Source: an optimization exercise on an open RTL-to-GDS flow (aim: small area, a short achievable clock period and few clock cycles). Production flows keep margins and buffers that such runs may drop.
The RTL was checked by simulation tests, not by an equivalence proof against the original design.

## flow/design.v (module list and top-level ports; edited modules follow where they fit)
// module zeta_rom: 139 lines
// module butterfly_unit: 828 lines
// module ntt_top: 237 lines
module ntt_top (
    input  logic        clk,
    input  logic        rst,
    input  logic        i_start,
    input  logic        i_mode,
    output logic        o_done,
    output logic        o_bram_a_we,
    output logic [7:0]  o_bram_a_addr,
    output logic [15:0] o_bram_a_wdata,
    output logic        o_bram_b_we,
    output logic [7:0]  o_bram_b_addr,
    output logic [15:0] o_bram_b_wdata,
    input  logic [15:0] i_bram_dout_a,
    input  logic [15:0] i_bram_dout_b
);
  // ...
==> flow/flow/run.sh <==
#!/bin/bash
# The standard layout, with the port buffers made of sky130_fd_sc_hd__buf_2
# cells instead of the resizer's default choice. Every port is still buffered.
set -euo pipefail
export BUFFER_PORTS_ARGS="-buffer_cell sky130_fd_sc_hd__buf_2"
bash standard.sh > standard.log 2>&1
==> flow/standard.sh <==
#!/bin/bash
# synth_recipe.tcl (not shown) runs the flow's synth.tcl, then flattens the netlist and writes it again
# the make line also repeats each setting of config.mk as NAME=value (left out here)
make -C /OpenROAD-flow-scripts/flow DESIGN_CONFIG=/design/flow/config.mk WORK_HOME=/design/flow/orfs CLKGATE_MAP_FILE= SYNTH_SCRIPT=/design/flow/synth_recipe.tcl "${@:-finish}"
==> flow/config.mk <==
export PLATFORM = sky130hd
export DESIGN_NAME = ntt_top
export DESIGN_NICKNAME = ntt_top
export VERILOG_FILES = /design/flow/design.v
export SDC_FILE = /design/flow/constraint.sdc
export NUM_CORES = 4
export LEC_CHECK = 0
export ABC_AREA = 1
export CAP_MARGIN = 20
export CORE_MARGIN = 2
export CORE_UTILIZATION = 45
export PLACE_DENSITY = 0.55
export SLEW_MARGIN = 20
==> flow/constraint.sdc <==
create_clock -name core_clock -period 13.5 [get_ports {clk}]
set_input_delay 2.7000 -clock core_clock [delete_from_list [all_inputs] [get_ports {clk}]]
set_output_delay 2.7000 -clock core_clock [all_outputs]
set_load 0.01 [all_outputs]
==> summary.txt, run 1 <==
Route
  – Post-Route M1 WL: 27,700 um
  – Number of design-rule violations left by the first detailed-router iteration: 1,439
  – Router iterations before antenna repair: 5
  – Routed wire length: 61,300 um

Synth
  – Post-synthesis instance total: 2,796
  – Cell Area, Synth: 0.0222 mm^2
  – Primary flip-flop cell chosen by synthesis mapping: dfxtp_1
  – Dominant combinational cell family by area after synthesis: adder cells
  – Post-synthesis mux area share: 0.0508%
  – Simple-gate portion of the synthesized area: 17.3%

Cells and area
  – Number of multi-input combinational cells: 1,814
  – Largest registers: u_bf.t13 (17), u_bf.ch2 (16), u_bf.sh2 (16)
  – FILL cells: 4,823
  – Clk tree area frac: 5.48%
  – Area-dominant class: multi-input combinational cells
  – Number of antenna repair diodes: 0
  – Final core area utilization: 49.9%

Status
  – Result of the run: no timing/DRC/antenna violations

Die
  – Area of the core: 0.0488 mm^2
  – Total I/O pin count: 87

Hold path
  – Worst Hold Class: reg -> reg
  – Min-delay src: u_bf.w1[4]$_DFF_P_

Critical path
  – Crit path capture type: output pin
  – Worst Setup Path Type: reg -> out
  – Highest cell delay on the worst timing path: 0.38 ns
  – Worst setup path endpoint: o_bram_b_wdata[3]
  – Worst-path maximum fanout: 2

Clocking
  – H-tree levels: 2
  – Clock Path Buffers: 3
  – Buffer count from post-CTS setup fixing: 0
  – Resized Gates After CTS: 0

Placed design
  – Total cell area at the placement stage: 0.0231 mm^2
  – Weighted congestion at the end of routability-driven global placement: 0.911

STA
  – Final hold violation count: 0
  – Worst Slack Setup Final: 9.70 ns
  – Max-slew violation count: 0

Global routing
  – Overflow left after global routing: 0
  – Met2 track demand over resource: 40.8%
Testbench counts, summed over its fixed seeds: cycles 66,632.
==> inputs of run 2 (changes only) <==
--- a/flow/config.mk
+++ b/flow/config.mk
@@ -11,2 +11,4 @@
 export CORE_UTILIZATION = 45
+export CTS_CLUSTER_DIAMETER = 100
+export CTS_CLUSTER_SIZE = 30
 export PLACE_DENSITY = 0.55
==> run 2 against run 1 <==
  * Still clean
  * Non-clock buffer count unchanged
  * Global-route usage down 0.32 points
  * Final cell count down 1.2%
  * Via count down 0.75%
  * Synthesized cell count unchanged
  * Register-to-register slack worse by 0.03 ns
  * Cell area down 3.0%
  * Utilization down 1.5 points
==> summary.txt, run 2 <==
STA
  – Final hold violation count: 0 (unchanged)
  – Final hold slack: 0.327 ns (was 0.307 ns)
  – Setup Total Neg Slack: 0 ns (unchanged)
  – Worst Clk Skew: 0.0344 ns (was 0.0240 ns)
  – Slew margin rel.: 29.8% (was 28.7%)
  – Max-slew violation count: 0 (unchanged)
  – Share of the clock period used by the worst path after layout: 28.2% (was 28.1%)
  – Maximum operating frequency: 0.263 GHz (about the same)
  – Post-layout minimum cycle time: 3.80 ns (about the same)
  – Least-Margin Pin Slew: 1.05 ns (was 1.07 ns)
  – Number of setup violations in the final report: 0 (unchanged)
  – RSZ-0062 raised after global routing: no (unchanged)

Clocking
  – Hold buffers post-CTS: 0 (unchanged)
  – Number of sinks on the clock net: 336 (unchanged)
  – Root buf cell: clkbuf_16 (unchanged)
  – Resized Gates After CTS: 0 (unchanged)
  – Clock tree from TritonCTS: yes (unchanged)
  – H-tree levels: 1 (was 2)
  – Clock Path Buffers: 3 (unchanged)
  – Clock transition at the registers of the reported paths: 0.12 ns (was 0.06 ns)
  – Clock buffer count from CTS: 17 (was 39)
  – Skew-Pair Late Insertion Delay: 0.54 ns (was 0.56 ns)
  – Buffer count from post-CTS setup fixing: 0 (unchanged)

Global routing
  – Total global routing track utilization: 24.3% (was 24.7%)
  – Global-route wire length before repair: 97,400 um (was 98,400 um)
  – Via count of the first global-routing pass: 17,900 (was 18,100)
  – Overflow left after global routing: 0 (unchanged)
  – Pin count of the biggest net entering global routing: 51 (unchanged)
  – Antenna violations before repair: 0 (was 1)

Critical path
  – Total stage count of the critical path: 1 (unchanged)
  – Highest cell delay on the worst timing path: 0.40 ns (was 0.38 ns)
  – List of cells traversed by the critical path: buf_2 (unchanged)
  – Worst-path maximum fanout: 2 (unchanged)
  – Critical path buffers and inverters: 1 (unchanged)
  – Cell count of the worst reg-to-reg path: 20 (unchanged)
  – Critical path data required time: 10.80 ns (about the same)
  – Top cell family by delay on the critical path: flip-flops (unchanged)
  – Slowest cell on the critical path: dfxtp_1 (unchanged)
  – Arrival time at the worst endpoint: 1.10 ns (about the same)
  – Crit path capture type: output pin (unchanged)
  – Worst Setup Path Type: reg -> out (unchanged)
  – Critical path startpoint category: register (unchanged)

Die
  – Die W: 226 um (unchanged)
  – Floorplan die area: 0.0511 mm^2 (unchanged)
  – Starting Density: 45.4% (unchanged)
  – Area of the core: 0.0488 mm^2 (unchanged)
  – Total I/O pin count: 87 (unchanged)
  – Total number of placement rows: 81 (unchanged)
  – Chip height: 226 um (unchanged)

Synth
  – Synthesized area per cell: 7.94 um^2 (unchanged)
  – Number of distinct library cells after synthesis: 54 (unchanged)
  – Post-synthesis instance total: 2,796 (unchanged)
  – Most instantiated library cell after synthesis: nand2_1 (unchanged)
  – Post-synth top area cell: dfxtp_1 (unchanged)
  – Count of warnings emitted by yosys: 3 (unchanged)
  – Flip-flop and latch count after synthesis: 336 (unchanged)
  – Primary flip-flop cell chosen by synthesis mapping: dfxtp_1 (unchanged)
  – Leading cell types by total area after synthesis: dfxtp_1 26%, fa_1 14%, nand2_1 9.8% (unchanged)
  – Number of synthesized flops with an enable pin: 49 (unchanged)
  – Async set or reset register ratio after synthesis: 1.19% (unchanged)
  – Cell Area, Synth: 0.0222 mm^2 (unchanged)
  – Portion of synthesized cell area occupied by the leading cell type: 25.5% (unchanged)
  – Commonest cells in the netlist: 581 x nand2_1, 544 x inv_1, 283 x dfxtp_1 (unchanged)
  – Sequential element share of the synthesized area: 32.6% (unchanged)

Cells and area
  – Largest registers: u_bf.t13 (17), u_bf.ch2 (16), u_bf.sh2 (16) (unchanged)
  – Final non-filler cell total: 3,478 (was 3,520)
  – Number of flip-flops in the largest register: 17 (unchanged)
  – Area of combinational cells with multiple inputs: 0.0125 mm^2 (unchanged)
  – Final core area utilization: 48.4% (was 49.9%)
  – FILL cells: 4,880 (was 4,823)
  – Share of post-route cells with drive strength above 1: 5.22% (was 6.55%)
  – Leading cell type in the layout, fill and taps excluded: nand2_1 (unchanged)
  – Commonest cells after routing, fill and taps aside: 581 x nand2_1, 544 x inv_1, 283 x dfxtp_1, 171 x nor2_1, 164 x a21oi_1 (unchanged)
  – Number of antenna repair diodes: 0 (unchanged)
  – Register with the most flip-flops: u_bf.t13 (unchanged)
  – Post-layout net count: 3,154 (was 3,176)
  – Synthesis-to-finish area growth: 6.60% (was 9.93%)
  – Register area: 0.00724 mm^2 (unchanged)

Status
  – Result of the run: no timing/DRC/antenna violations (unchanged)

Route
  – Number of design-rule violations left by the first detailed-router iteration: 1,386 (was 1,439)
  – DR vias/cell: 5.18 (was 5.16)
  – Average wire length per cell after detail routing: 17.5 um (was 17.4 um)
  – Router iterations before antenna repair: 5 (unchanged)
  – Post-route ant nets: 0 (unchanged)
  – Routed wire length: 60,900 um (was 61,300 um)
  – DRC errors left: 0 (unchanged)
  – Routed via count: 18,000 (was 18,200)

Job
  – # Max-Cap Violations: 0 (unchanged)

Hold path
  – Worst Hold Class: reg -> reg (unchanged)
  – Cell count of the worst hold path: 0 (unchanged)

Placed design
  – Weighted congestion at the end of routability-driven global placement: 0.911 (unchanged)
  – Port bufs: 70 (unchanged)
  – Detailed-placement wirelength estimate: 46,800 um (unchanged)
  – # placed instances: 3,448 (unchanged)
run 2: worst paths after layout:
check / slack, ns / start / end
worst min register to register: 0.33 / u_bf.w1[4]$_DFF_P_ / u_bf.w2[4]$_DFF_P_
worst max register to register: 9.71 / u_bf.y05[4]$_DFF_P_ / h1_0[10]$_DFFE_PP_
worst max-delay path: 9.70 / u_bf.o_r1[3]$_DFF_P_ / o_bram_b_wdata[3]
worst min-delay path: 0.33 / u_bf.w1[4]$_DFF_P_ / u_bf.w2[4]$_DFF_P_
max in group asynchronous: 11.28 / rst / busy$_DFFE_PP0P_
min in group asynchronous: 2.05 / rst / pre_we$_DFF_PP0_
run 2: routing by layer:
metal | share of wire, % | up-vias | track usage [%]
met5 | 0 | - | 0
met3 | 5.0 | 81 | 2.41
met1 | 45 | 8620 | 33.6
met4 | 2.6 | 0 | 6.39
li1 | - | 8799 | -
met2 | 47 | 527 | 40.8
run 2: area by class of cell:
cell class | count | share of cell area, %
clock buffer | 23 | 2.07
clock inverter | 7 | 0.460
inverter | 553 | 8.78
multi-input combinational | 1814 | 52.8
sequential | 336 | 30.6
tap | 664 | 3.51
timing repair buffer | 81 | 1.83
run 2: through the flow:
stage / setup WS [ns] / instance area (um^2)
after floorplan: 10.07 / 22200
after global placement: 9.68 / 23100
after detailed placement: 9.63 / 23100
after CTS: 9.67 / 23700
after global routing: 9.38 / 23700
final: 9.70 / 23700
run 2: logic make-up (layout without fill, tap and decap cells):
kind of cell | after synthesis | after routing | share of synthesized area [%]
xor+xnor | 91 | 91 | 3.59
mux | 1 | 1 | 0.0508
fa+ha+maj | 315 | 315 | 23.1
simple gates | 936 | 936 | 17.3
other cells | 1 | 8 | 0.0169
flops | 336 | 336 | 32.6
buf+inv | 653 | 664 | 11.3
compound gates | 463 | 463 | 12.1

==> static timing again, ports no longer ideal <==
Ports are ideal in the flow. The routed layouts listed here were re-timed in OpenROAD.
Step 1 sets driving cells, clkbuf_16 on the clock port and buf_2 on the other inputs (assumed; they add their load-dependent delay and slew).
Step 2 also shifts input and output timing later by t, the mid clock arrival at the registers, as if the neighbouring blocks saw the same clock.
Three values: ideal ports, drivers, drivers and shift; two values: the first two.
run | t (ns) | setup slack, ns | hold WS [ns] | pins driven straight from the clock port
run 1 | 0.615 | 9.701 / 9.642 / 9.625 | 0.307 / 0.307 / 0.307 | 1
run 2 | 0.587 | 9.698 / 9.641 / 9.643 | 0.327 / 0.327 / 0.327 | 1
After both steps setup and hold are still met in every run listed. For run 1, which loses most, drivers alone change the setup slack by -0.059 ns; drivers and shift together by -0.076 ns.
